Source: an optimization exercise on an open RTL-to-GDS flow (aim: small area). Production flows keep margins and buffers that such runs may drop.
The RTL was checked by simulation tests, not by an equivalence proof against the original design.
Power figures rest on the tool's default switching activity, not on a simulated workload.

==> design/flow/design.v <==
module reg_file_sb_aoi222 (
    input  logic a1, a2, b1, b2, c1, c2,
    output logic y
);
    assign y = ~((a1 & a2) | (b1 & b2) | (c1 & c2));
endmodule
module reg_file_sb_oai22 (
    input  logic a1, a2, b1, b2,
    output logic y
);
    assign y = ~((a1 | a2) & (b1 | b2));
endmodule
module reg_file_sb_or4 (
    input  logic a, b, c, d,
    output logic y
);
    assign y = a | b | c | d;
endmodule
module reg_file_sb_rbit (
    input  logic [31:1] seln,
    input  logic [31:1] q,
    output logic        y
);
    logic [15:0] w_h;
    logic [3:0]  w_g;
    for (genvar k = 0; k < 15; k++) begin : g_oai
        reg_file_sb_oai22 u_oai (
            .a1(seln[2*k+1]), .a2(q[2*k+1]),
            .b1(seln[2*k+2]), .b2(q[2*k+2]),
            .y (w_h[k])
        );
    end
    assign w_h[15] = ~(seln[31] | q[31]);
    for (genvar j = 0; j < 4; j++) begin : g_or
        reg_file_sb_or4 u_or (
            .a(w_h[4*j]), .b(w_h[4*j+1]), .c(w_h[4*j+2]), .d(w_h[4*j+3]),
            .y(w_g[j])
        );
    end
    reg_file_sb_or4 u_or (.a(w_g[0]), .b(w_g[1]), .c(w_g[2]), .d(w_g[3]), .y(y));
endmodule
module reg_file_sb #(
    parameter  int XLEN = 32,
    parameter  int NREG = 32,
    parameter  int NRD  = 2,
    localparam int AW   = $clog2(NREG)
) (
    input  logic                 clk,
    input  logic                 rst,
    input  logic [NRD*AW-1:0]    ra,
    output logic [NRD*XLEN-1:0]  rd,
    output logic [NRD-1:0]       rbusy,
    input  logic                 we0,
    input  logic                 we1,
    input  logic [AW-1:0]        wa0,
    input  logic [AW-1:0]        wa1,
    input  logic [XLEN-1:0]      wd0,
    input  logic [XLEN-1:0]      wd1,
    input  logic                 rsv_en,
    input  logic [AW-1:0]        rsv_addr,
    input  logic                 flush,
    output logic                 rsv_conflict
);
    logic [XLEN-1:0] r_data [NREG];
    logic [XLEN-1:0] w_d    [NREG];
    logic [NREG-1:0] r_vld;
    logic [NREG-1:0] r_busy;
    logic [NREG-1:0] w_busy_nxt;
    logic [XLEN-1:0] w_wd0p;
    logic [XLEN-1:0] w_wd1p;
    logic            r_phase;
    logic            r_rsv_conflict;
    logic            w_rsv_nz;
    logic            w_rsv_wr;
    logic            w_conflict_nxt;
    assign r_data[0]     = {XLEN{1'b0}};
    assign w_d[0]        = {XLEN{1'b0}};
    assign r_vld[0]      = 1'b0;
    assign r_busy[0]     = 1'b0;
    assign w_busy_nxt[0] = 1'b0;
    always_ff @(posedge clk or posedge rst) begin
        if (rst) r_phase <= 1'b0;
        else     r_phase <= ~r_phase;
    end
    assign w_wd0p = wd0 ^ {XLEN{r_phase}};
    assign w_wd1p = wd1 ^ {XLEN{r_phase}};
    genvar g;
    generate
        for (g = 1; g < NREG; g++) begin : g_reg
            logic w_wr0_hit;
            logic w_wr1_hit;
            logic w_rsv_hit;
            logic w_sel1;
            logic w_sel0;
            logic w_hold;
            assign w_wr0_hit = we0 && (wa0 == AW'(g));
            assign w_wr1_hit = we1 && (wa1 == AW'(g));
            assign w_rsv_hit = rsv_en && (rsv_addr == AW'(g));
            assign w_busy_nxt[g] = flush     ? 1'b0 :
                                   w_rsv_hit ? 1'b1 :
                                   (w_wr0_hit || w_wr1_hit) ? 1'b0 : r_busy[g];
            assign w_sel1 = w_wr1_hit;
            assign w_sel0 = w_wr0_hit && !w_wr1_hit;
            assign w_hold = !(w_wr0_hit || w_wr1_hit);
            for (genvar i = 0; i < XLEN; i++) begin : g_bit
                reg_file_sb_aoi222 u_wr (
                    .a1(w_sel1), .a2(w_wd1p[i]),
                    .b1(w_sel0), .b2(w_wd0p[i]),
                    .c1(w_hold), .c2(r_data[g][i]),
                    .y (w_d[g][i])
                );
            end
            always_ff @(posedge clk) begin
                r_data[g] <= w_d[g];
            end
            always_ff @(posedge clk or posedge rst) begin
                if (rst) begin
                    r_vld[g]  <= 1'b0;
                    r_busy[g] <= 1'b0;
                end else begin
                    r_vld[g]  <= r_vld[g] | w_wr0_hit | w_wr1_hit;
                    r_busy[g] <= w_busy_nxt[g];
                end
            end
        end
    endgenerate
    assign w_rsv_nz       = rsv_en && (rsv_addr != {AW{1'b0}});
    assign w_rsv_wr       = (we0 && (wa0 == rsv_addr)) || (we1 && (wa1 == rsv_addr));
    assign w_conflict_nxt = w_rsv_nz && r_busy[rsv_addr] && !w_rsv_wr && !flush;
    always_ff @(posedge clk or posedge rst) begin
        if (rst) r_rsv_conflict <= 1'b0;
        else     r_rsv_conflict <= w_conflict_nxt;
    end
    assign rsv_conflict = r_rsv_conflict;
    genvar p;
    generate
        for (p = 0; p < NRD; p++) begin : g_rd
            logic [AW-1:0]   w_ra;
            logic [NREG-1:1] w_sel;
            logic [NREG-1:1] w_seln;
            logic            w_any;
            logic            w_flip;
            assign w_ra = ra[p*AW +: AW];
            for (genvar r = 1; r < NREG; r++) begin : g_dec
                assign w_sel[r]  = (w_ra == AW'(r)) & r_vld[r];
                assign w_seln[r] = ~w_sel[r];
            end
            assign w_any  = |w_sel;
            assign w_flip = w_any & ~r_phase;
            for (genvar i = 0; i < XLEN; i++) begin : g_bit
                logic            w_y;
                logic [NREG-1:1] w_q;
                for (genvar r = 1; r < NREG; r++) begin : g_q
                    assign w_q[r] = r_data[r][i];
                end
                reg_file_sb_rbit u_rbit (.seln(w_seln), .q(w_q), .y(w_y));
                assign rd[p*XLEN + i] = w_y ^ w_flip;
            end
            assign rbusy[p] = r_busy[w_ra];
        end
    endgenerate
endmodule
==> design/flow/flow/run.sh <==
#!/bin/bash
# Standard ORFS layout (the standard.sh, standard synthesis unchanged) with:
#  - ports buffered with the smallest buffer instead of the resizer's pick;
#  - clock tree built from clkbuf_16 leaf clusters of up to 25 sinks within
#    80 um, without dummy balancing loads.
# Each ORFS step writes its full log under orfs/logs/; make's output goes to
# standard.log.
set -euo pipefail
export BUFFER_PORTS_ARGS="-buffer_cell sky130_fd_sc_hd__buf_1"
export CTS_ARGS="-sink_clustering_enable -repair_clock_nets -dont_use_dummy_load -buf_list sky130_fd_sc_hd__clkbuf_16 -sink_clustering_size 25 -sink_clustering_max_diameter 80"
bash standard.sh > standard.log 2>&1
==> design/flow/standard.sh <==
#!/bin/bash
# synth_recipe.tcl (not shown) runs the flow's synth.tcl, then flattens the netlist and writes it again
# the make line also repeats each setting of config.mk as NAME=value (left out here)
make -C /OpenROAD-flow-scripts/flow DESIGN_CONFIG=/design/flow/config.mk WORK_HOME=/design/flow/orfs CLKGATE_MAP_FILE= SYNTH_SCRIPT=/design/flow/synth_recipe.tcl "${@:-finish}"
==> design/flow/config.mk <==
export PLATFORM = sky130hd
export DESIGN_NAME = reg_file_sb
export DESIGN_NICKNAME = reg_file_sb
export VERILOG_FILES = /design/flow/design.v
export SDC_FILE = /design/flow/constraint.sdc
export NUM_CORES = 4
export LEC_CHECK = 0
export CAP_MARGIN = 10
export CELL_PAD_IN_SITES_DETAIL_PLACEMENT = 2
export CELL_PAD_IN_SITES_GLOBAL_PLACEMENT = 2
export CORE_MARGIN = 2
export CORE_UTILIZATION = 40
export PLACE_DENSITY = 0.5
export SETUP_SLACK_MARGIN = 0.3
export SLEW_MARGIN = 10
export SYNTH_HIERARCHICAL = 1
==> design/flow/constraint.sdc <==
create_clock -name core_clock -period 8.0 [get_ports {clk}]
set_input_delay 1.6000 -clock core_clock [delete_from_list [all_inputs] [get_ports {clk}]]
set_output_delay 1.6000 -clock core_clock [all_outputs]
set_load 0.01 [all_outputs]
==> results of run 1 <==
==> metal layers <==
| layer | routed length [microns] | global-route usage |
|---|---|---|
| met1 | 109000 | 0.651 |
| met2 | 124000 | 0.725 |
| met3 | 56100 | 0.266 |
| met4 | 27700 | 0.392 |
| met5 | 366 | 0.0102 |
==> cells by family after synthesis <==
kind of cell | synth area share
and+or+nand+nor | 0.0955
muxes | 0.0182
AOI/OAI and AO/OA | 0.371
buffers and inverters | 0.00682
xor gates and xnor gates | 0.0271
DFF | 0.481
==> cell usage after synthesis (3+ instances only) <==
library cell                 n
sky130_fd_sc_hd__buf_6       7
sky130_fd_sc_hd__nand2b_1   41
sky130_fd_sc_hd__and2_1      7
sky130_fd_sc_hd__inv_1       3
sky130_fd_sc_hd__dfxtp_1   992
sky130_fd_sc_hd__mux4_2     27
sky130_fd_sc_hd__nand4_1     5
sky130_fd_sc_hd__nand3_1    71
sky130_fd_sc_hd__nand2_1    49
sky130_fd_sc_hd__mux2_2      5
sky130_fd_sc_hd__o22ai_1   961
sky130_fd_sc_hd__or4_1     320
sky130_fd_sc_hd__nor4_1      4
sky130_fd_sc_hd__buf_1       3
sky130_fd_sc_hd__a22oi_1    36
sky130_fd_sc_hd__and3_1      3
sky130_fd_sc_hd__and3b_1     3
sky130_fd_sc_hd__buf_4       6
sky130_fd_sc_hd__a222oi_1  992
sky130_fd_sc_hd__clkbuf_1   26
sky130_fd_sc_hd__nor2_1    179
sky130_fd_sc_hd__nor3_1      6
sky130_fd_sc_hd__mux2i_1    12
sky130_fd_sc_hd__a21oi_1    36
sky130_fd_sc_hd__xor2_1    136
sky130_fd_sc_hd__nor3b_1     5
sky130_fd_sc_hd__o21ai_0     6
sky130_fd_sc_hd__dfrtp_1    64
sky130_fd_sc_hd__buf_2      12
sky130_fd_sc_hd__nor2b_1    13
==> area by class of cell <==
class / instances / area share
Sequential cell: 1056 / 0.411
Tap cell: 1488 / 0.0356
Antenna cell: 24 / 0.00115
Clock buffer: 58 / 0.0278
Timing Repair Buffer: 433 / 0.0557
Multi-Input combinational cell: 2943 / 0.469
Inverter: 3 / 0.000215
==> path summary, 6_finish.rpt <==
check                               start        endpoint  slack [ns]  cells after the start
min in group asynchronous             rst       r_vld[12]        1.10                      3
max in group asynchronous             rst         r_phase        6.16                      3
min reg2reg                r_data[26][22]  r_data[26][22]        0.49                      1
max                                 ra[2]           rd[2]        0.13                      9
max reg2reg                       r_phase  r_data[19][22]        4.09                      4
min                        r_data[26][22]  r_data[26][22]        0.49                      1
==> power breakdown <==
part           internal (uW)  switching, uW  total (uW)
sequential              6880           1420        8300
clock                   1280           1930        3220
combinational           1400           1520        2920
==> sequential cells by signal, summed over array words and instances, names as in the netlist <==
register and count:
r_rsv_conflict 1, r_data 992, r_phase 1, r_busy 31
r_vld 31
==> stage by stage <==
step	std cells	instance area, sq um
global placement	5923	50700
detailed placement	5923	50700
floorplan	4056	44600
CTS	5981	52200
global route	5985	52200
finish	6005	52300
==> Yosys stat by module (local to each module, per instance) <==
module	flip-flops and latches	cells inside	copies in the design	cell area [sq um]
reg_file_sb	1056	1720	1	26000
reg_file_sb_rbit	0	1	64	3.75
reg_file_sb_or4	0	1	320	7.51
reg_file_sb_aoi222	0	1	992	10.0
reg_file_sb_oai22	0	1	960	6.26
==> worst max-delay path, stage by stage <==
cell and delay (ns):
sky130_fd_sc_hd__buf_1 0.48, sky130_fd_sc_hd__nor3b_1 1.07, sky130_fd_sc_hd__nand3_2 0.89, sky130_fd_sc_hd__nand4_1 0.35, sky130_fd_sc_hd__nor4_2 0.10, sky130_fd_sc_hd__a21oi_4 0.20, sky130_fd_sc_hd__buf_4 0.49, sky130_fd_sc_hd__xor2_2 0.85
sky130_fd_sc_hd__buf_1 0.22
==> repair_timing <==
action,in CTS,in global routing
resized for setup,0,1
setup endpoints to repair,0,1
buffers inserted,0,0
==> flow_summary.ini, run 1 <==
[floorplan]
die_boundary_width_microns = 338
top_level_ports = 162
die-height_microns = 338
core_footprint_sq_mm = 0.111
floorplan.initialDensity = 0.403
std_cell_rows = 122
die-area_sq_mm = 0.114

[outcome]
outcome = timing/DRC/antenna clean

[cells_and_area]
layout_common_cells = sky130_fd_sc_hd__a222oi_1 (992), sky130_fd_sc_hd__dfxtp_1 (992), sky130_fd_sc_hd__o22ai_1 (961)
fin_nets = 4590
layout-drive-gt1-share = 0.133
multiInputGateArea_sq_mm = 0.0245
area_growth_pct = 17.3
area.sequential_sq_mm = 0.0215
fin_util = 0.472
fillCellCount = 11395

[detailed_routing]
route.detailed.wl_per_inst_microns = 52.9
wirelength_mm = 317
route.antenna.remaining_nets = 0
detail_route.first_pass.iterations = 17
dr.first_iter.drc_count = 15879
drc_errors = 0
num_vias = 55397
avgViaCountPerCell = 9.23

[synthesis]
synth.yosys.warnings = 11
ys_types = 50
synth_top_area_share = 0.445
synth_largest_area_cell = sky130_fd_sc_hd__dfxtp_1
yosys-top-cells-area = sky130_fd_sc_hd__dfxtp_1 (45%), sky130_fd_sc_hd__a222oi_1 (22%), sky130_fd_sc_hd__o22ai_1 (13%)
post_synth.cell_area_avg_sq_um = 11.0
postSynthCellCount = 4056
mappedNetlistArea_sq_mm = 0.0446
synth.net_count = 4151
synth_enable_flop_cells = 0
postSynth.asyncResetShare = 0.0606
synth_top_flop_cell = sky130_fd_sc_hd__dfxtp_1
postSynthRegisterBits = 1056
yosysSeqAreaShare = 0.481

[sta]
timing.final.max_slew_violations = 0
relSlewSlack = 0.115
setup_tns_final_ns = 0
tightest_slew_ns = 1.32
hold_ws_ns = 0.490
finalWorstSetupSlack_ns = 0.130
grt_setup_unrepaired = false
finalCritPeriodShare = 0.984
final_number_of_hold_violating_endpoints = 0
timing.final.crit_period_ns = 7.87
setup_viol = 0
fin_worst_skew_ns = 0.0483
timing.fmax_mhz = 127

[pwr]
leakage_uw = 0.0187
overall_power_consumption_uw = 14400
vdd.ir_drop.worst_uv = 190
cellPowerDensity_mw_per_mm2 = 276

[global_routing]
grt_first_pass_wirelength_mm = 431
grt_util_all_layers = 0.536
antenna_found_initial = 33
maximum_number_of_pins_on_one_net_before_global_route_repair = 65
overflow = 0
grt_pass1_vias = 53647

[place]
post-dp-hpwl_mm = 195
place.port_buffers = 161
place_congestion = 1.02
placement.setup.worst_slack_ns = 0.698

[cts]
clockBufferDepth = 3
clock-sinks = 1056
numCtsBuffers = 58
cts_hold_buffers = 0
clk_latency_ns = 0.79
tritoncts_clock_tree = yes
clk_root_buffer_cell = sky130_fd_sc_hd__clkbuf_16
cts.reportedPaths.clkPinSlew_ns = 0.09
h-tree-depth = 2

[setup_path]
worstPathRequired_ns = 6.40
timing.critical_path.to_type = output port
timing.setup.critical_path_class = in2out
timing.critical_path.arrival_ns = 6.27
startpoint_type = primary input
worstPathMaxFanout = 15

[flow_run]
timing.max_cap.violations = 0

[worst_hold_path]
min_path_type = reg2reg
==> run 2, diff against run 1 <==
--- a/design/flow/config.mk
+++ b/design/flow/config.mk
@@ -9,7 +9,7 @@
 export CELL_PAD_IN_SITES_DETAIL_PLACEMENT = 2
 export CELL_PAD_IN_SITES_GLOBAL_PLACEMENT = 2
 export CORE_MARGIN = 2
-export CORE_UTILIZATION = 40
+export CORE_UTILIZATION = 30
 export PLACE_DENSITY = 0.5
 export SETUP_SLACK_MARGIN = 0.3
 export SLEW_MARGIN = 10
==> flow_summary.ini, run 2 <==
[pwr]
overall_power_consumption_uw = 15100
power.sequential.fraction = 0.547
clock_power_share = 0.259
cellPowerDensity_mw_per_mm2 = 282
leakage_uw = 0.0190
power_frac_comb = 0.194
vdd.ir_drop.worst_uv = 151
sw_frac_of_total = 0.333
power.internal_uw = 10100
p_switching_uw = 5030

[setup_path]
timing.setup.critical_path_class = in2out
worstPathRequired_ns = 6.40
cell_family_contributing_the_most_delay_on_the_critical_path = simple AND/OR/NAND/NOR gates
timing.critical_path.to_type = output port
critical-path-slowest-cell = sky130_fd_sc_hd__nand3_2
worstPathMaxFanout = 20
timing.critical_path.arrival_ns = 5.91
cp_slowest_stage_delay_ns = 0.95
cp.buffers_inverters = 2
startpoint_type = primary input
critical_path.cell_chain = buf_1 -> nor2_1 -> nand3_2 -> o22ai_1 -> or4_1 -> or4_1 -> xor2_1 -> buf_1

[sta]
finalWorstSetupSlack_ns = 0.495
final_number_of_hold_violating_endpoints = 0
tightest_slew_ns = 1.30
relSlewSlack = 0.129
fin_worst_skew_ns = 0.0516
setup_viol = 0
grt_setup_unrepaired = false
timing.final.crit_period_ns = 7.51
setup_tns_final_ns = 0
timing.final.max_slew_violations = 0
finalCritPeriodShare = 0.938
timing.fmax_mhz = 133

[cts]
numCtsBuffers = 81
cts-resized-gates = 0
cts_hold_buffers = 0
clk_root_buffer_cell = sky130_fd_sc_hd__clkbuf_16
cts_post_setup_buffers_inserted = 0
clk_latency_ns = 0.75
cts.reportedPaths.clkPinSlew_ns = 0.05
h-tree-depth = 3
tritoncts_clock_tree = yes
clock-sinks = 1056
clockBufferDepth = 3

[synthesis]
synth.cells.most_frequent = sky130_fd_sc_hd__a222oi_1 (992), sky130_fd_sc_hd__dfxtp_1 (992), sky130_fd_sc_hd__o22ai_1 (961)
ys_types = 50
yosys-top-cells-area = sky130_fd_sc_hd__dfxtp_1 (45%), sky130_fd_sc_hd__a222oi_1 (22%), sky130_fd_sc_hd__o22ai_1 (13%)
synth_enable_flop_cells = 0
synth_top_area_share = 0.445
postSynthCellCount = 4056
synth.net_count = 4151
postSynthRegisterBits = 1056
synth_largest_area_cell = sky130_fd_sc_hd__dfxtp_1
synth_top_flop_cell = sky130_fd_sc_hd__dfxtp_1
postSynth.asyncResetShare = 0.0606
mappedNetlistArea_sq_mm = 0.0446
synth.yosys.warnings = 11
post_synth.cell_area_avg_sq_um = 11.0
yosysSeqAreaShare = 0.481

[detailed_routing]
avgViaCountPerCell = 8.29
detail_route.first_pass.iterations = 13
route.detailed.wl_per_inst_microns = 53.9
route.antenna.remaining_nets = 0
wirelength_mm = 349
num_vias = 53767
drc_errors = 0
dr.first_iter.drc_count = 12279

[floorplan]
std_cell_rows = 141
die-area_sq_mm = 0.152
die-height_microns = 389
top_level_ports = 162
core_footprint_sq_mm = 0.148
die_boundary_width_microns = 389
floorplan.initialDensity = 0.302

[cells_and_area]
area_growth_pct = 20.0
largest_register_ffs = 992
fin_nets = 4637
layout_common_cells = sky130_fd_sc_hd__a222oi_1 (992), sky130_fd_sc_hd__dfxtp_1 (992), sky130_fd_sc_hd__o22ai_1 (961)
reg_top3 = r_data: 992 flops, r_busy: 31 flops, r_vld: 31 flops
regMostFlops = r_data
fin_util = 0.362
layout-drive-gt1-share = 0.141

[global_routing]
grt_first_pass_wirelength_mm = 464
grt_pass1_vias = 52032
overflow = 0
grt_util_all_layers = 0.441
maximum_number_of_pins_on_one_net_before_global_route_repair = 65
antenna_found_initial = 40

[place]
place.port_buffers = 161
place_congestion = 0.934
placement.setup.worst_slack_ns = 0.750
post-dp-hpwl_mm = 219

[worst_hold_path]
min_path_type = reg2reg

[outcome]
outcome = timing/DRC/antenna clean

[flow_run]
timing.max_cap.violations = 0
-- run 2: final cells by class --
cell class | count | area [sq um]
diodes | 12 | 30.0
repair buffers | 457 | 2890
inverters | 3 | 11.3
flip-flops and latches | 1056 | 21500
well taps | 1930 | 2410
multi-input cells | 2943 | 24700
fillers | 15712 | 94200
clock buffers | 81 | 2030
-- run 2: power groups by stage --
stage / clock network [uW] / logic (uW) / registers [uW]
after floorplan: 0 / 1880 / 7880
after global routing: 4120 / 3080 / 8460
after CTS: 3930 / 2860 / 8210
after global placement: 0 / 2770 / 8250
final: 3910 / 2930 / 8270
after detailed placement: 0 / 2860 / 8310
-- run 2: kinds of logic after synthesis --
kind of cell              count (synthesis)  share of synthesized area
AOI/OAI and AO/OA                      2043                      0.371
xor gates and xnor gates                138                     0.0271
buffers and inverters                    57                    0.00682
DFF                                    1056                      0.481
muxes                                    46                     0.0182
and+or+nand+nor                         716                     0.0955
-- run 2: layer usage --
metal,vias to the layer above,part of all wire,global-route usage
met5,-,0.00097,0.00638
met4,34,0.073,0.286
met2,4285,0.42,0.650
li1,20087,-,-
met1,28251,0.38,0.557
met3,1110,0.12,0.135
-- run 2: worst reg2reg max path: cells and delay by family, from the launching register on --
family / cells / cell delay, ns
DFF: 1 / 0.40
AOI/OAI and AO/OA: 1 / 0.22
xor gates and xnor gates: 1 / 1.12
buffers and inverters: 2 / 1.47
-- run 2: worst paths after layout --
kind,endpoint,slack (ns),cells past startpoint,startpoint
max,rd[28],0.49,8,ra[0]
min,r_data[2][17],0.49,1,r_data[2][17]
max reg2reg,r_data[10][3],4.58,4,r_phase
min reg2reg,r_data[2][17],0.49,1,r_data[2][17]
max in group asynchronous,r_phase,6.16,3,rst
min in group asynchronous,r_vld[9],1.13,3,rst
-- run 2: stage by stage --
| stage | instance area, sq um | hold slack, ns | std cells |
|---|---|---|---|
| after global placement | 51400 | 0.468 | 6389 |
| after global routing | 53500 | 0.502 | 6470 |
| final | 53500 | 0.488 | 6482 |
| after detailed placement | 51400 | 0.479 | 6389 |
| after CTS | 53500 | 0.490 | 6470 |
| after floorplan | 44600 | 0.456 | 4056 |
-- run 2: Yosys stat by module (local to each module, per instance) --
| module | cells inside | area [sq um] | flops+latches | times used |
|---|---|---|---|---|
| reg_file_sb_oai22 | 1 | 6.26 | 0 | 960 |
| reg_file_sb_or4 | 1 | 7.51 | 0 | 320 |
| reg_file_sb | 1720 | 26000 | 1056 | 1 |
| reg_file_sb_rbit | 1 | 3.75 | 0 | 64 |
| reg_file_sb_aoi222 | 1 | 10.0 | 0 | 992 |
==> run 3, diff against run 2 <==
--- a/design/flow/design.v
+++ b/design/flow/design.v
@@ -4,40 +4,44 @@
 );
     assign y = ~((a1 & a2) | (b1 & b2) | (c1 & c2));
 endmodule
-module reg_file_sb_oai22 (
-    input  logic a1, a2, b1, b2,
-    output logic y
-);
-    assign y = ~((a1 | a2) & (b1 | b2));
-endmodule
-module reg_file_sb_or4 (
+module reg_file_sb_nand4 (
     input  logic a, b, c, d,
     output logic y
 );
-    assign y = a | b | c | d;
+    assign y = ~(a & b & c & d);
+endmodule
+module reg_file_sb_nand3 (
+    input  logic a, b, c,
+    output logic y
+);
+    assign y = ~(a & b & c);
+endmodule
+module reg_file_sb_or3 (
+    input  logic a, b, c,
+    output logic y
+);
+    assign y = a | b | c;
 endmodule
 module reg_file_sb_rbit (
-    input  logic [31:1] seln,
+    input  logic [31:1] sel,
     input  logic [31:1] q,
     output logic        y
 );
-    logic [15:0] w_h;
-    logic [3:0]  w_g;
-    for (genvar k = 0; k < 15; k++) begin : g_oai
-        reg_file_sb_oai22 u_oai (
-            .a1(seln[2*k+1]), .a2(q[2*k+1]),
-            .b1(seln[2*k+2]), .b2(q[2*k+2]),
-            .y (w_h[k])
+    logic [10:0] w_l;
+    logic [2:0]  w_h;
+    for (genvar k = 0; k < 10; k++) begin : g_aoi
+        reg_file_sb_aoi222 u_aoi (
+            .a1(sel[3*k+1]), .a2(q[3*k+1]),
+            .b1(sel[3*k+2]), .b2(q[3*k+2]),
+            .c1(sel[3*k+3]), .c2(q[3*k+3]),
+            .y (w_l[k])
         );
     end
-    assign w_h[15] = ~(seln[31] | q[31]);
-    for (genvar j = 0; j < 4; j++) begin : g_or
-        reg_file_sb_or4 u_or (
-            .a(w_h[4*j]), .b(w_h[4*j+1]), .c(w_h[4*j+2]), .d(w_h[4*j+3]),
-            .y(w_g[j])
-        );
-    end
-    reg_file_sb_or4 u_or (.a(w_g[0]), .b(w_g[1]), .c(w_g[2]), .d(w_g[3]), .y(y));
+    assign w_l[10] = ~(sel[31] & q[31]);
+    reg_file_sb_nand4 u_n0 (.a(w_l[0]), .b(w_l[1]), .c(w_l[2]),  .d(w_l[3]), .y(w_h[0]));
+    reg_file_sb_nand4 u_n1 (.a(w_l[4]), .b(w_l[5]), .c(w_l[6]),  .d(w_l[7]), .y(w_h[1]));
+    reg_file_sb_nand3 u_n2 (.a(w_l[8]), .b(w_l[9]), .c(w_l[10]),             .y(w_h[2]));
+    reg_file_sb_or3   u_o  (.a(w_h[0]), .b(w_h[1]), .c(w_h[2]), .y(y));
 endmodule
 module reg_file_sb #(
     parameter  int XLEN = 32,
@@ -137,23 +141,21 @@
         for (p = 0; p < NRD; p++) begin : g_rd
             logic [AW-1:0]   w_ra;
             logic [NREG-1:1] w_sel;
-            logic [NREG-1:1] w_seln;
             logic            w_any;
             logic            w_flip;
             assign w_ra = ra[p*AW +: AW];
             for (genvar r = 1; r < NREG; r++) begin : g_dec
-                assign w_sel[r]  = (w_ra == AW'(r)) & r_vld[r];
-                assign w_seln[r] = ~w_sel[r];
+                assign w_sel[r] = (w_ra == AW'(r)) & r_vld[r];
             end
             assign w_any  = |w_sel;
-            assign w_flip = w_any & ~r_phase;
+            assign w_flip = w_any & r_phase;
             for (genvar i = 0; i < XLEN; i++) begin : g_bit
                 logic            w_y;
                 logic [NREG-1:1] w_q;
                 for (genvar r = 1; r < NREG; r++) begin : g_q
                     assign w_q[r] = r_data[r][i];
                 end
-                reg_file_sb_rbit u_rbit (.seln(w_seln), .q(w_q), .y(w_y));
+                reg_file_sb_rbit u_rbit (.sel(w_sel), .q(w_q), .y(w_y));
                 assign rd[p*XLEN + i] = w_y ^ w_flip;
             end
             assign rbusy[p] = r_busy[w_ra];
==> design/flow/config.mk (replaced) <==
export PLATFORM = sky130hd
export DESIGN_NAME = reg_file_sb
export DESIGN_NICKNAME = reg_file_sb
export VERILOG_FILES = /design/flow/design.v
export SDC_FILE = /design/flow/constraint.sdc
export NUM_CORES = 4
export LEC_CHECK = 0
export CAP_MARGIN = 20
export CELL_PAD_IN_SITES_DETAIL_PLACEMENT = 2
export CELL_PAD_IN_SITES_GLOBAL_PLACEMENT = 2
export CORE_MARGIN = 2
export CORE_UTILIZATION = 40
export SETUP_SLACK_MARGIN = 0.3
export SLEW_MARGIN = 20
export SYNTH_HIERARCHICAL = 1
==> flow_summary.ini, run 3 <==
[sta]
hold_ws_ns = 0.492
relSlewSlack = 0.122
final_number_of_hold_violating_endpoints = 0
timing.final.crit_period_ns = 7.12
timing.fmax_mhz = 140
setup_tns_final_ns = 0
setup_viol = 0
timing.final.max_slew_violations = 0
tightest_slew_ns = 1.32
fin_worst_skew_ns = 0.0601
grt_setup_unrepaired = false
finalCritPeriodShare = 0.891
finalWorstSetupSlack_ns = 0.875

[pwr]
overall_power_consumption_uw = 14600
leakage_uw = 0.0171
cellPowerDensity_mw_per_mm2 = 287
vdd.ir_drop.worst_uv = 177

[place]
place.port_buffers = 161
post-dp-hpwl_mm = 170
place_congestion = 0.967
placement.setup.worst_slack_ns = 0.994

[setup_path]
worstPathRequired_ns = 6.40
timing.reg2reg.setup_slack_ns = 5.02
timing.critical_path.arrival_ns = 5.52
worst_r2r_path_depth = 3
worstPathMaxFanout = 32
timing.setup.critical_path_class = in2out
critical_path.reg2reg.startpoint = r_phase
timing.critical_path.to_type = output port
startpoint_type = primary input
critical_path.reg2reg.endpoint = r_data[22][0]

[synthesis]
synth.net_count = 3753
yosys.area_share.xor_xnor = 0.0275
ys_types = 44
yosysSeqAreaShare = 0.487
postSynthCellCount = 3658
synth_top_family_by_area = compound AO/OA/AOI/OAI gates
synth_top_area_share = 0.451
postSynthRegisterBits = 1056
synth.cells.most_frequent = sky130_fd_sc_hd__a222oi_1 (1632), sky130_fd_sc_hd__dfxtp_1 (992), sky130_fd_sc_hd__nand4_1 (130)
synthMuxAreaShare = 0.0163
synth.yosys.warnings = 11
synth.most_common_cell = sky130_fd_sc_hd__a222oi_1
synth-compound-area-share = 0.384
synthAdderAreaFrac = 0
synth_simple_gate_area_share = 0.0792
post_synth.cell_area_avg_sq_um = 12.0
synth_top_flop_cell = sky130_fd_sc_hd__dfxtp_1
mappedNetlistArea_sq_mm = 0.0440
postSynth.asyncResetShare = 0.0606
synth_enable_flop_cells = 0
synth_largest_area_cell = sky130_fd_sc_hd__dfxtp_1
yosys-top-cells-area = sky130_fd_sc_hd__dfxtp_1 (45%), sky130_fd_sc_hd__a222oi_1 (37%), sky130_fd_sc_hd__dfrtp_1 (3.6%)

[cells_and_area]
reg_top3 = r_data: 992 flops, r_busy: 31 flops, r_vld: 31 flops
final_common_cell = sky130_fd_sc_hd__a222oi_1
fin_util = 0.468
largest_register_ffs = 992
regMostFlops = r_data
fillCellCount = 10791
fin_nets = 4150
area_growth_pct = 15.9
layout_common_cells = sky130_fd_sc_hd__a222oi_1 (1632), sky130_fd_sc_hd__dfxtp_1 (992), sky130_fd_sc_hd__buf_4 (219)
layout-drive-gt1-share = 0.136

[detailed_routing]
route.antenna.remaining_nets = 0
detail_route.first_pass.iterations = 22
wirelength_mm = 295
avgViaCountPerCell = 9.62
num_vias = 52729
route.detailed.wl_per_inst_microns = 53.8
drc_errors = 0
dr.first_iter.drc_count = 16719

[worst_hold_path]
worstHoldEndpoint = r_data[26][25]
min_path_cells = 1
min-delay-start = r_data[26][25]
min_path_type = reg2reg

[cts]
tritoncts_clock_tree = yes
clock-sinks = 1056
h-tree-depth = 2
cts.reportedPaths.clkPinSlew_ns = 0.06
cts-resized-gates = 0
clockBufferDepth = 3
cts_hold_buffers = 0
clk_root_buffer_cell = sky130_fd_sc_hd__clkbuf_16
clk_latency_ns = 0.75
numCtsBuffers = 57
cts_post_setup_buffers_inserted = 0

[floorplan]
die-height_microns = 336
top_level_ports = 162
core_footprint_sq_mm = 0.109
die-area_sq_mm = 0.113
floorplan.initialDensity = 0.404
die_boundary_width_microns = 336
std_cell_rows = 121

[global_routing]
grt_util_all_layers = 0.501
grt_first_pass_wirelength_mm = 407
maximum_number_of_pins_on_one_net_before_global_route_repair = 65
antenna_found_initial = 25
overflow = 0
grt_pass1_vias = 53473

[outcome]
outcome = timing/DRC/antenna clean

[flow_run]
timing.max_cap.violations = 0
run 3: changes by cell type in the layout (fill, tap and decap cells not counted), moves of 66 or more:
cell                       previous run  this run
sky130_fd_sc_hd__buf_4              291       219
sky130_fd_sc_hd__o22ai_1            961         0
sky130_fd_sc_hd__a222oi_1           992      1632
sky130_fd_sc_hd__or4_1              320         0
sky130_fd_sc_hd__or3_1                0        66
sky130_fd_sc_hd__nand4_1              5       130
run 3: Yosys stat by module, one instance, submodules excluded:
module,cells inside,flip-flops and latches,cell area (sq um),times used
reg_file_sb,1706,1056,25900,1
reg_file_sb_aoi222,1,0,10.0,1632
reg_file_sb_nand3,1,0,5.00,64
reg_file_sb_nand4,1,0,6.26,128
reg_file_sb_or3,1,0,6.26,64
reg_file_sb_rbit,1,0,3.75,64
run 3: metal layers:
metal | GRT usage | routed length [microns]
met1 | 0.605 | 99500
met2 | 0.708 | 119000
met3 | 0.231 | 52600
met4 | 0.341 | 23600
met5 | 0.00170 | 239
run 3: kinds of logic (layout without fill, tap and decap cells):
kind of cell | after synthesis | in the layout
buf+inv | 56 | 451
mux | 37 | 37
simple gates | 656 | 656
compound gates | 1715 | 1715
other cells | 0 | 12
xor+xnor | 138 | 138
flops | 1056 | 1056
run 3: worst max-delay path by stage:
stage | from | end | slack, ns | depth (start not counted)
6_report | ra[6] | rd[50] | 0.88 | 8
5_1_grt | ra[6] | rd[56] | 0.97 | 10
3_3_place_gp | ra[6] | rd[35] | 1.11 | 9
4_1_cts | ra[6] | rd[32] | 0.98 | 9
3_5_place_dp | ra[6] | rd[62] | 0.99 | 9
2_1_floorplan | ra[9] | rd[32] | 0.83 | 8
run 3: power breakdown:
| group | switching [uW] | internal, uW |
|---|---|---|
| Sequential | 1390 | 6880 |
| Clock | 1900 | 1260 |
| Combinational | 1750 | 1450 |
run 3: layout make-up:
class / count / area, sq um / area share
Timing Repair Buffer: 392 / 2550 / 0.0500
Tap cell: 1414 / 1770 / 0.0347
Antenna cell: 12 / 30.0 / 0.000589
Clock buffer: 57 / 1430 / 0.0280
Sequential cell: 1056 / 21500 / 0.421
Multi-Input combinational cell: 2546 / 23800 / 0.466
Inverter: 2 / 7.51 / 0.000147
run 3: metrics by stage:
stage | area (sq um) | instances
floorplan | 44000 | 3658
global placement | 49300 | 5399
detailed placement | 49500 | 5408
CTS | 50900 | 5465
global route | 51000 | 5468
finish | 51000 | 5479
run 3: critical path: stages:
cell,delay (ns)
sky130_fd_sc_hd__buf_1,0.51
sky130_fd_sc_hd__nor2b_1,0.36
sky130_fd_sc_hd__and3_2,0.63
sky130_fd_sc_hd__a222oi_1,0.76
sky130_fd_sc_hd__nand4_1,0.62
sky130_fd_sc_hd__or3_1,0.56
sky130_fd_sc_hd__xnor2_1,0.21
sky130_fd_sc_hd__buf_1,0.18
==> run 4, diff against run 3 <==
--- a/design/flow/design.v
+++ b/design/flow/design.v
@@ -3,6 +3,12 @@
     output logic y
 );
     assign y = ~((a1 & a2) | (b1 & b2) | (c1 & c2));
+endmodule
+module reg_file_sb_inv (
+    input  logic a,
+    output logic y
+);
+    assign y = ~a;
 endmodule
 module reg_file_sb_nand4 (
     input  logic a, b, c, d,
@@ -86,8 +92,10 @@
         if (rst) r_phase <= 1'b0;
         else     r_phase <= ~r_phase;
     end
-    assign w_wd0p = wd0 ^ {XLEN{r_phase}};
-    assign w_wd1p = wd1 ^ {XLEN{r_phase}};
+    for (genvar i = 0; i < XLEN; i++) begin : g_wdp
+        reg_file_sb_inv u_wd0p (.a(~(wd0[i] ^ r_phase)), .y(w_wd0p[i]));
+        reg_file_sb_inv u_wd1p (.a(~(wd1[i] ^ r_phase)), .y(w_wd1p[i]));
+    end
     genvar g;
     generate
         for (g = 1; g < NREG; g++) begin : g_reg
@@ -103,9 +111,9 @@
             assign w_busy_nxt[g] = flush     ? 1'b0 :
                                    w_rsv_hit ? 1'b1 :
                                    (w_wr0_hit || w_wr1_hit) ? 1'b0 : r_busy[g];
-            assign w_sel1 = w_wr1_hit;
-            assign w_sel0 = w_wr0_hit && !w_wr1_hit;
-            assign w_hold = !(w_wr0_hit || w_wr1_hit);
+            reg_file_sb_inv u_sel1 (.a(!w_wr1_hit),                  .y(w_sel1));
+            reg_file_sb_inv u_sel0 (.a(!(w_wr0_hit && !w_wr1_hit)), .y(w_sel0));
+            reg_file_sb_inv u_hold (.a(w_wr0_hit || w_wr1_hit),     .y(w_hold));
             for (genvar i = 0; i < XLEN; i++) begin : g_bit
                 reg_file_sb_aoi222 u_wr (
                     .a1(w_sel1), .a2(w_wd1p[i]),
@@ -145,7 +153,7 @@
             logic            w_flip;
             assign w_ra = ra[p*AW +: AW];
             for (genvar r = 1; r < NREG; r++) begin : g_dec
-                assign w_sel[r] = (w_ra == AW'(r)) & r_vld[r];
+                reg_file_sb_inv u_sel (.a(!((w_ra == AW'(r)) && r_vld[r])), .y(w_sel[r]));
             end
             assign w_any  = |w_sel;
             assign w_flip = w_any & r_phase;
==> flow_summary.ini, run 4 <==
[setup_path]
worstPathMaxFanout = 19
startpoint_type = primary input
critical_path.reg2reg.startpoint = r_phase
worst_r2r_path_depth = 4
worstPathRequired_ns = 6.40
timing.critical_path.to_type = output port
timing.critical_path.arrival_ns = 5.70
timing.reg2reg.setup_slack_ns = 4.26
critical_path.reg2reg.endpoint = r_data[23][25]
timing.setup.critical_path_class = in2out

[place]
post-dp-hpwl_mm = 167
place_congestion = 1.02
place.port_buffers = 161
placed_cells_incl_taps = 5697

[synthesis]
synth.cells.most_frequent = sky130_fd_sc_hd__a222oi_1 (1632), sky130_fd_sc_hd__dfxtp_1 (992), sky130_fd_sc_hd__inv_1 (251)
post_synth.cell_area_avg_sq_um = 11.5
ys_types = 49
synth.net_count = 3980
postSynthRegisterBits = 1056
synth.yosys.warnings = 11
synth_enable_flop_cells = 0
synth_top_flop_cell = sky130_fd_sc_hd__dfxtp_1
postSynthCellCount = 3885
postSynth.asyncResetShare = 0.0606
yosys-top-cells-area = sky130_fd_sc_hd__dfxtp_1 (44%), sky130_fd_sc_hd__a222oi_1 (37%), sky130_fd_sc_hd__dfrtp_1 (3.6%)
synth.most_common_cell = sky130_fd_sc_hd__a222oi_1
synth_largest_area_cell = sky130_fd_sc_hd__dfxtp_1
mappedNetlistArea_sq_mm = 0.0447
synth_top_area_share = 0.444
yosysSeqAreaShare = 0.480

[detailed_routing]
detail_route.first_pass.iterations = 13
route.antenna.remaining_nets = 0
num_vias = 52060
wirelength_mm = 284
drc_errors = 0
dr.first_iter.drc_count = 16785
route.detailed.wl_per_inst_microns = 49.2
avgViaCountPerCell = 9.03

[sta]
timing.final.max_slew_violations = 0
tightest_slew_ns = 1.21
final_number_of_hold_violating_endpoints = 0
fin_worst_skew_ns = 0.0312
setup_viol = 0
timing.fmax_mhz = 137
grt_setup_unrepaired = false
relSlewSlack = 0.190
finalCritPeriodShare = 0.913
setup_tns_final_ns = 0
timing.final.crit_period_ns = 7.30

[floorplan]
floorplan.initialDensity = 0.404
die-area_sq_mm = 0.115
die-height_microns = 338
top_level_ports = 162
std_cell_rows = 122
core_footprint_sq_mm = 0.111
die_boundary_width_microns = 338

[cts]
clockBufferDepth = 3
tritoncts_clock_tree = yes
numCtsBuffers = 56
cts-resized-gates = 0
clk_root_buffer_cell = sky130_fd_sc_hd__clkbuf_16
cts_post_setup_buffers_inserted = 0
cts.reportedPaths.clkPinSlew_ns = 0.08
h-tree-depth = 2
cts_hold_buffers = 0
clock-sinks = 1056
clk_latency_ns = 0.73

[cells_and_area]
layout_common_cells = sky130_fd_sc_hd__a222oi_1 (1632), sky130_fd_sc_hd__dfxtp_1 (992), sky130_fd_sc_hd__inv_1 (222)
reg_top3 = r_data: 992 flops, r_busy: 31 flops, r_vld: 31 flops
final_cells = 5763
final_common_cell = sky130_fd_sc_hd__a222oi_1
layout-drive-gt1-share = 0.0770
regMostFlops = r_data
largest_register_ffs = 992
area_growth_pct = 12.3
fin_nets = 4371

[global_routing]
grt_util_all_layers = 0.466
grt_first_pass_wirelength_mm = 394
grt_pass1_vias = 53182
maximum_number_of_pins_on_one_net_before_global_route_repair = 65
antenna_found_initial = 6
overflow = 0

[pwr]
vdd.ir_drop.worst_uv = 172
leakage_uw = 0.0184
cellPowerDensity_mw_per_mm2 = 291

[worst_hold_path]
min_path_type = reg2reg
min_path_cells = 1
worstHoldEndpoint = r_data[8][6]
min-delay-start = r_data[8][6]

[outcome]
outcome = timing/DRC/antenna clean

[flow_run]
timing.max_cap.violations = 0
==> run 4: how the worst max path moves through the flow <==
stage	startpoint	end	slack (ns)	cells past startpoint
after global placement	ra[7]	rd[46]	0.92	11
after floorplan	ra[6]	rd[32]	2.47	11
final	ra[1]	rd[1]	0.70	10
after detailed placement	ra[7]	rd[45]	0.88	11
after CTS	ra[7]	rd[45]	0.88	11
after global routing	ra[7]	rd[46]	0.71	12
==> run 4: kinds of logic (layout without fill, tap and decap cells) <==
| kind of cell | Yosys count | after routing | share of synthesized area |
|---|---|---|---|
| DFF | 1056 | 1056 | 0.480 |
| muxes | 31 | 31 | 0.0138 |
| xor gates and xnor gates | 138 | 138 | 0.0270 |
| and+or+nand+nor | 655 | 655 | 0.0767 |
| AOI/OAI and AO/OA | 1703 | 1703 | 0.376 |
| buffers and inverters | 302 | 691 | 0.0269 |
| other | 0 | 1 | 0 |
==> run 4: metal layers <==
metal  up-vias  track usage  part of all wire
met4         8        0.321             0.084
met2      5133        0.693              0.42
met3      1204        0.156              0.16
met5         -            0           0.00019
met1     26217        0.569              0.34
li1      19498            -                 -
==> run 4: power by group <==
group / switching, uW / total [uW] / leakage (uW) / internal [uW]
Combinational: 1760 / 3190 / 0.00848 / 1430
Clock: 1880 / 3130 / 0.000690 / 1240
Sequential: 1410 / 8300 / 0.00918 / 6880
Total: 5060 / 14600 / 0.0184 / 9550
==> run 4: critical path: stages <==
cell	delay (ns)
sky130_fd_sc_hd__buf_1	0.64
sky130_fd_sc_hd__nor3_1	0.19
sky130_fd_sc_hd__nand3_1	0.16
sky130_fd_sc_hd__inv_1	0.38
sky130_fd_sc_hd__buf_4	0.42
sky130_fd_sc_hd__a222oi_1	0.50
sky130_fd_sc_hd__nand4_1	0.73
sky130_fd_sc_hd__or3_1	0.66
sky130_fd_sc_hd__xnor2_1	0.19
sky130_fd_sc_hd__buf_1	0.18
==> run 4: layout make-up <==
type	count	area, sq um
well taps	1488	1860
repair buffers	383	2470
clock buffers	56	1400
multi-input cells	2527	22100
diodes	1	2.50
fillers	11455	60600
inverters	252	946
flip-flops and latches	1056	21500
==> run 4: modules after synthesis (local to each module, per instance) <==
| module | copies in the design | cells inside |
|---|---|---|
| reg_file_sb | 1 | 1714 |
| reg_file_sb_aoi222 | 1632 | 1 |
| reg_file_sb_nand4 | 128 | 1 |
| reg_file_sb_or3 | 64 | 1 |
| reg_file_sb_nand3 | 64 | 1 |
| reg_file_sb_inv | 219 | 1 |
| reg_file_sb_rbit | 64 | 1 |
==> run 4: metrics by stage <==
| step | total power, uW | hold WS (ns) | area, sq um | util | setup WS (ns) |
|---|---|---|---|---|---|
| after floorplan | 9830 | 0.455 | 44700 | - | 2.47 |
| after global placement | 11000 | 0.463 | 48600 | 0.438 | 0.921 |
| after detailed placement | 11400 | 0.476 | 48600 | 0.439 | 0.883 |
| after CTS | 14400 | 0.490 | 50000 | 0.451 | 0.883 |
| after global routing | 15100 | 0.506 | 50200 | 0.453 | 0.712 |
| final | 14600 | 0.492 | 50200 | 0.453 | 0.700 |
==> run 5, diff against run 4 <==
--- a/design/flow/config.mk
+++ b/design/flow/config.mk
@@ -9,7 +9,7 @@
 export CELL_PAD_IN_SITES_DETAIL_PLACEMENT = 2
 export CELL_PAD_IN_SITES_GLOBAL_PLACEMENT = 2
 export CORE_MARGIN = 2
-export CORE_UTILIZATION = 40
+export CORE_UTILIZATION = 45
 export SETUP_SLACK_MARGIN = 0.3
 export SLEW_MARGIN = 20
 export SYNTH_HIERARCHICAL = 1
==> flow_summary.ini, run 5 <==
[global_routing]
antenna_found_initial = 4
overflow = 0
grt_pass1_vias = 53219
maximum_number_of_pins_on_one_net_before_global_route_repair = 65
grt_first_pass_wirelength_mm = 381
grt_util_all_layers = 0.502

[cells_and_area]
final_common_cell = sky130_fd_sc_hd__a222oi_1
final_cells = 5577
layout-drive-gt1-share = 0.0802
reg_top3 = r_data: 992 flops, r_busy: 31 flops, r_vld: 31 flops
regMostFlops = r_data
area_growth_pct = 12.2
layout_common_cells = sky130_fd_sc_hd__a222oi_1 (1632), sky130_fd_sc_hd__dfxtp_1 (992), sky130_fd_sc_hd__inv_1 (223)
fillCellCount = 9884
fin_nets = 4385
largest_register_ffs = 992

[setup_path]
critical_path.cell_chain = buf_1 -> nor2_1 -> nand3_1 -> clkinv_1 -> buf_4 -> a222oi_1 -> nand4_1 -> or3_1 -> xnor2_1 -> buf_1
critical-path-slowest-cell = sky130_fd_sc_hd__clkinv_1
worst-path-stages = 10
startpoint_type = primary input
worstPathMaxFanout = 21
cell_family_contributing_the_most_delay_on_the_critical_path = buffers and inverters
cp.buffers_inverters = 4
timing.critical_path.to_type = output port
cp_slowest_stage_delay_ns = 0.95
worst_r2r_path_depth = 4
most_numerous_cell_on_the_critical_path = sky130_fd_sc_hd__buf_1
timing.critical_path.arrival_ns = 5.94
timing.setup.critical_path_class = in2out
worstPathRequired_ns = 6.40

[synthesis]
yosys.area_share.xor_xnor = 0.0270
ys_types = 49
synth_enable_flop_cells = 0
yosys-top-cells-area = sky130_fd_sc_hd__dfxtp_1 (44%), sky130_fd_sc_hd__a222oi_1 (37%), sky130_fd_sc_hd__dfrtp_1 (3.6%)
synth-compound-area-share = 0.376
synth_top_area_share = 0.444
post_synth.cell_area_avg_sq_um = 11.5
synth.most_common_cell = sky130_fd_sc_hd__a222oi_1
synth_top_flop_cell = sky130_fd_sc_hd__dfxtp_1
synth_largest_area_cell = sky130_fd_sc_hd__dfxtp_1
postSynthRegisterBits = 1056
synth_simple_gate_area_share = 0.0767
synthAdderAreaFrac = 0
postSynth.asyncResetShare = 0.0606
mappedNetlistArea_sq_mm = 0.0447
synth.net_count = 3980
synth.yosys.warnings = 11
postSynthCellCount = 3885
synth_top_family_by_area = compound AO/OA/AOI/OAI gates
synthMuxAreaShare = 0.0138
yosysSeqAreaShare = 0.480
synth.cells.most_frequent = sky130_fd_sc_hd__a222oi_1 (1632), sky130_fd_sc_hd__dfxtp_1 (992), sky130_fd_sc_hd__inv_1 (251)

[pwr]
power.sequential.fraction = 0.571
p_switching_uw = 5000
clock_power_share = 0.211
power_frac_comb = 0.217
leakage_uw = 0.0185
vdd.ir_drop.worst_uv = 227
cellPowerDensity_mw_per_mm2 = 290
power.internal_uw = 9540
sw_frac_of_total = 0.344

[sta]
tightest_slew_ns = 1.25
finalWorstSetupSlack_ns = 0.462
grt_setup_unrepaired = false
timing.fmax_mhz = 133
final_number_of_hold_violating_endpoints = 0
timing.final.crit_period_ns = 7.54
setup_tns_final_ns = 0
finalCritPeriodShare = 0.942
timing.final.max_slew_violations = 0
fin_worst_skew_ns = 0.0425
setup_viol = 0
relSlewSlack = 0.167

[worst_hold_path]
min_path_type = reg2reg
min_path_cells = 1

[floorplan]
die-area_sq_mm = 0.102
core_footprint_sq_mm = 0.0984
floorplan.initialDensity = 0.455
top_level_ports = 162
die_boundary_width_microns = 319
std_cell_rows = 115
die-height_microns = 319

[detailed_routing]
drc_errors = 0
avgViaCountPerCell = 9.41
route.antenna.remaining_nets = 0
wirelength_mm = 270
detail_route.first_pass.iterations = 22
route.detailed.wl_per_inst_microns = 48.5
num_vias = 52489
dr.first_iter.drc_count = 17626

[cts]
h-tree-depth = 2
numCtsBuffers = 55
clk_latency_ns = 0.74
clk_root_buffer_cell = sky130_fd_sc_hd__clkbuf_16
cts.reportedPaths.clkPinSlew_ns = 0.08
cts_post_setup_buffers_inserted = 0
clock-sinks = 1056
tritoncts_clock_tree = yes
clockBufferDepth = 3

[place]
post-dp-hpwl_mm = 163
placement.setup.worst_slack_ns = 1.08
place_congestion = 1.02
placed_cells_incl_taps = 5505
place.port_buffers = 161

[outcome]
outcome = timing/DRC/antenna clean

[flow_run]
timing.max_cap.violations = 0
-- run 5: cell counts after synthesis --
Identical to the previous run, type by type.
-- run 5: power groups by stage --
stage | clock, uW | combinational [uW] | sequential, uW
floorplan | 0 | 2000 | 7840
global placement | 0 | 2800 | 8080
detailed placement | 0 | 3000 | 8310
CTS | 3040 | 3020 | 8210
global route | 3260 | 3290 | 8450
finish | 3070 | 3160 | 8310
-- run 5: final cells by class --
class / instances / area [sq um] / share of cell area
diodes: 2 / 5.00 / 0.0000997
well taps: 1287 / 1610 / 0.0321
repair buffers: 398 / 2670 / 0.0532
flip-flops and latches: 1056 / 21500 / 0.428
multi-input cells: 2527 / 22100 / 0.441
clock buffers: 55 / 1380 / 0.0274
inverters: 252 / 950 / 0.0189
-- run 5: worst paths after layout --
path,start,slack (ns),end
setup / recovery,ra[4],0.46,rd[6]
hold / removal,r_data[16][17],0.49,r_data[16][17]
setup reg to reg,r_phase,4.80,r_data[30][27]
hold reg to reg,r_data[16][17],0.49,r_data[16][17]
max in group asynchronous,rst,6.10,r_phase
min in group asynchronous,rst,1.10,r_busy[21]
-- run 5: logic make-up (layout without fill, tap and decap cells) --
kind of cell    count (synthesis)  after routing
compound gates               1703           1703
flops                        1056           1056
other cells                     0              2
xor+xnor                      138            138
buf+inv                       302            705
mux                            31             31
simple gates                  655            655
-- run 5: stage by stage --
step	hold WS (ns)	utilization	area, sq um	power, uW
3_5_place_dp	0.480	0.492	48500	11300
4_1_cts	0.492	0.506	49800	14300
5_1_grt	0.514	0.510	50200	15000
2_1_floorplan	0.455	-	44700	9830
6_report	0.495	0.510	50200	14500
3_3_place_gp	0.463	0.492	48400	10900
-- run 5: Yosys stat by module, one instance, submodules excluded --
module	area, sq um	cells	times used	flip-flops and latches
reg_file_sb_or3	6.26	1	64	0
reg_file_sb_nand4	6.26	1	128	0
reg_file_sb_nand3	5.00	1	64	0
reg_file_sb_aoi222	10.0	1	1632	0
reg_file_sb_inv	3.75	1	219	0
reg_file_sb	25800	1714	1	1056
reg_file_sb_rbit	3.75	1	64	0
-- run 5: metal layers --
layer,GRT usage,routed length (microns)
met1,0.612,88200
met2,0.742,113000
met3,0.160,44600
met4,0.370,24500
met5,0,0
-- run 5: timing repair --
action,4_1_cts,5_1_grt
gates resized for setup,0,1
setup endpoints to repair,0,1
endpoints found under the hold margin,0,0
hold buffers,0,0
==> run 6, diff against run 5 <==
==> design/flow/config.mk (replaced) <==
export PLATFORM = sky130hd
export DESIGN_NAME = reg_file_sb
export DESIGN_NICKNAME = reg_file_sb
export VERILOG_FILES = /design/flow/design.v
export SDC_FILE = /design/flow/constraint.sdc
export NUM_CORES = 4
export LEC_CHECK = 0
export CAP_MARGIN = 20
export CELL_PAD_IN_SITES_DETAIL_PLACEMENT = 1
export CELL_PAD_IN_SITES_GLOBAL_PLACEMENT = 1
export CORE_MARGIN = 2
export CORE_UTILIZATION = 50
export SETUP_SLACK_MARGIN = 0.3
export SLEW_MARGIN = 20
export SYNTH_HIERARCHICAL = 1
==> flow_summary.ini, run 6 <==
[sta]
finalCritPeriodShare = 0.920
final_number_of_hold_violating_endpoints = 0
timing.final.crit_period_ns = 7.36
grt_setup_unrepaired = false
setup_viol = 0
timing.final.max_slew_violations = 0
fin_worst_skew_ns = 0.0371
relSlewSlack = 0.136
tightest_slew_ns = 1.29
hold_ws_ns = 0.490
timing.fmax_mhz = 136
setup_tns_final_ns = 0

[floorplan]
floorplan.initialDensity = 0.505
die-height_microns = 303
top_level_ports = 162
die-area_sq_mm = 0.0919
core_footprint_sq_mm = 0.0885
die_boundary_width_microns = 303
std_cell_rows = 109

[global_routing]
grt_pass1_vias = 49315
antenna_found_initial = 11
maximum_number_of_pins_on_one_net_before_global_route_repair = 65
grt_first_pass_wirelength_mm = 346
grt_util_all_layers = 0.511
overflow = 0

[synthesis]
synth.cells.most_frequent = sky130_fd_sc_hd__a222oi_1 (1632), sky130_fd_sc_hd__dfxtp_1 (992), sky130_fd_sc_hd__inv_1 (251)
synth.yosys.warnings = 11
postSynthCellCount = 3885
postSynthRegisterBits = 1056
synth_enable_flop_cells = 0
yosysSeqAreaShare = 0.480
post_synth.cell_area_avg_sq_um = 11.5
synth_largest_area_cell = sky130_fd_sc_hd__dfxtp_1
mappedNetlistArea_sq_mm = 0.0447
synth_top_area_share = 0.444
synth.most_common_cell = sky130_fd_sc_hd__a222oi_1
yosys-top-cells-area = sky130_fd_sc_hd__dfxtp_1 (44%), sky130_fd_sc_hd__a222oi_1 (37%), sky130_fd_sc_hd__dfrtp_1 (3.6%)
ys_types = 49
synth_top_flop_cell = sky130_fd_sc_hd__dfxtp_1
postSynth.asyncResetShare = 0.0606
synth.net_count = 3980

[setup_path]
worst_r2r_path_depth = 4
critical_path.reg2reg.endpoint = r_data[29][7]
worstPathRequired_ns = 6.40
timing.critical_path.arrival_ns = 5.76
timing.reg2reg.setup_slack_ns = 4.33
timing.setup.critical_path_class = in2out
crit_start = ra[0]
endpoint = rd[19]
worstPathMaxFanout = 17
timing.critical_path.to_type = output port
critical_path.reg2reg.startpoint = r_phase
startpoint_type = primary input

[cells_and_area]
layout_common_cells = sky130_fd_sc_hd__a222oi_1 (1632), sky130_fd_sc_hd__dfxtp_1 (992), sky130_fd_sc_hd__inv_1 (223)
total_non_filler_cell_area_in_the_finished_layout_sq_mm = 0.0499
final_common_cell = sky130_fd_sc_hd__a222oi_1
final_cells = 5446
largest_register_ffs = 992
area_growth_pct = 11.5
fin_nets = 4372
regMostFlops = r_data
layout-drive-gt1-share = 0.0758
reg_top3 = r_data: 992 flops, r_busy: 31 flops, r_vld: 31 flops

[place]
placed_cells_incl_taps = 5376
place_congestion = 1.01
place.port_buffers = 161
placedInstanceArea_sq_mm = 0.0483
post-dp-hpwl_mm = 142

[worst_hold_path]
min_path_type = reg2reg

[detailed_routing]
avgViaCountPerCell = 9.43
num_vias = 51370
route.detailed.wl_per_inst_microns = 45.4
wirelength_mm = 247
detail_route.first_pass.iterations = 22
dr.first_iter.drc_count = 17956
drc_errors = 0
route.antenna.remaining_nets = 0

[pwr]
leakage_uw = 0.0183
vdd.ir_drop.worst_uv = 206
cellPowerDensity_mw_per_mm2 = 286

[flow_run]
timing.max_cap.violations = 0

[cts]
cts_post_setup_buffers_inserted = 0
cts_hold_buffers = 0
cts-resized-gates = 0
clk_root_buffer_cell = sky130_fd_sc_hd__clkbuf_16
clockBufferDepth = 3
h-tree-depth = 2
tritoncts_clock_tree = yes
cts.reportedPaths.clkPinSlew_ns = 0.10
numCtsBuffers = 53
clock-sinks = 1056
clk_latency_ns = 0.68

[outcome]
outcome = timing/DRC/antenna clean
## run 6: cell count changes in the layout (fill, tap and decap cells not counted), sizes merged
cell,previous run,this run
buf,397,385
clkinvlp,1,0
inv,238,232
diode,2,6
clkbuf,56,55
clkinv,13,20
## run 6: cell families (layout without fill, tap and decap cells)
logic type	after synthesis	in the layout	synth area share
AO/OA/AOI/OAI	1703	1703	0.376
flip-flops	1056	1056	0.480
AND/OR/NAND/NOR	655	655	0.0767
buffers and inverters	302	692	0.0269
XOR/XNOR	138	138	0.0270
multiplexers	31	31	0.0138
other	0	6	0
## run 6: layout make-up
type,instances,area [sq um]
fill,9367,38600
multi-input combinational,2527,22100
sequential,1056,21500
timing repair buffer,387,2560
tap,1165,1460
clock buffer,53,1330
inverter,252,946
antenna,6,15.0
## run 6: power breakdown
part / total, uW / internal (uW) / switching (uW)
sequential: 8190 / 6880 / 1310
clock: 2990 / 1180 / 1810
combinational: 3060 / 1430 / 1630
## run 6: critical path, cell delays in order
cell and delay (ns):
sky130_fd_sc_hd__buf_1 0.42, sky130_fd_sc_hd__nor2b_1 0.29, sky130_fd_sc_hd__nor2b_1 0.26, sky130_fd_sc_hd__nand3_1 0.15, sky130_fd_sc_hd__clkinv_1 0.49, sky130_fd_sc_hd__nor4_1 0.50
sky130_fd_sc_hd__nand4_1 0.21, sky130_fd_sc_hd__o21ai_4 1.00, sky130_fd_sc_hd__buf_4 0.45, sky130_fd_sc_hd__xnor2_1 0.18, sky130_fd_sc_hd__buf_1 0.18
## run 6: how the worst min path moves through the flow
| stage | depth (start not counted) | startpoint | end |
|---|---|---|---|
| after CTS | 1 | r_data[25][20] | r_data[25][20] |
| after global placement | 1 | r_data[4][17] | r_data[4][17] |
| after detailed placement | 1 | r_data[17][3] | r_data[17][3] |
| final | 1 | r_data[17][5] | r_data[17][5] |
| after global routing | 1 | r_data[8][25] | r_data[8][25] |
| after floorplan | 1 | r_vld[4] | r_vld[4] |
## run 6: per-stage QoR
step,setup WS (ns),power [uW],util
floorplan,2.47,9830,-
global placement,0.963,10900,0.544
detailed placement,0.862,11100,0.545
CTS,0.828,14000,0.560
finish,0.638,14200,0.563
global route,0.567,14700,0.563
## run 6: per-module statistics from Yosys (local to each module, per instance)
module	cells	area (sq um)	copies in the design
reg_file_sb_aoi222	1	10.0	1632
reg_file_sb_nand4	1	6.26	128
reg_file_sb	1714	25800	1
reg_file_sb_inv	1	3.75	219
reg_file_sb_rbit	1	3.75	64
reg_file_sb_nand3	1	5.00	64
reg_file_sb_or3	1	6.26	64
## run 6: per-layer routing
layer	track usage	up-vias	routed length, microns
met5	0.00414	-	72
met4	0.366	14	22500
met3	0.175	1285	43500
met2	0.734	5527	100000
met1	0.640	25024	80900
li1	-	19520	-

==> re-timing with driven ports <==
In the flow no input, the clock included, has a driving cell. The finished layouts below were timed again as built, in two steps.
Step 1 (the two cells are an assumption about what drives the block):
set clk [get_ports {clk}]
set_driving_cell -lib_cell sky130_fd_sc_hd__clkbuf_16 $clk
set_driving_cell -lib_cell sky130_fd_sc_hd__buf_2 [delete_from_list [all_inputs] $clk]
Step 2 moves the port delays by t, midway between the first and last clock arrival at a register: inputs arrive t later, outputs are due t later. That takes back most of the time a late clock gives input paths.
Slacks: ideal / step 1 / step 2; pairs: ideal / step 1.
run	shift t [ns]	setup slack, ns	latest minus earliest clock arrival (ns)	pins driven straight from the clock port
run 1	0.827	0.130 / 0.082 / 0.082	0.084 / 0.084	1
run 2	0.793	0.495 / 0.393 / 0.393	0.076 / 0.076	1
run 3	0.787	0.875 / 0.846 / 0.846	0.087 / 0.086	1
run 4	0.808	0.700 / 0.661 / 0.661	0.052 / 0.052	1
run 5	0.788	0.462 / 0.421 / 0.421	0.060 / 0.059	1
run 6	0.764	0.638 / 0.613 / 0.613	0.067 / 0.066	1
After both steps every run listed still meets setup and hold. The setup slack of run 2, which loses most, moves by -0.102 ns with the drivers and by -0.102 ns with both steps.
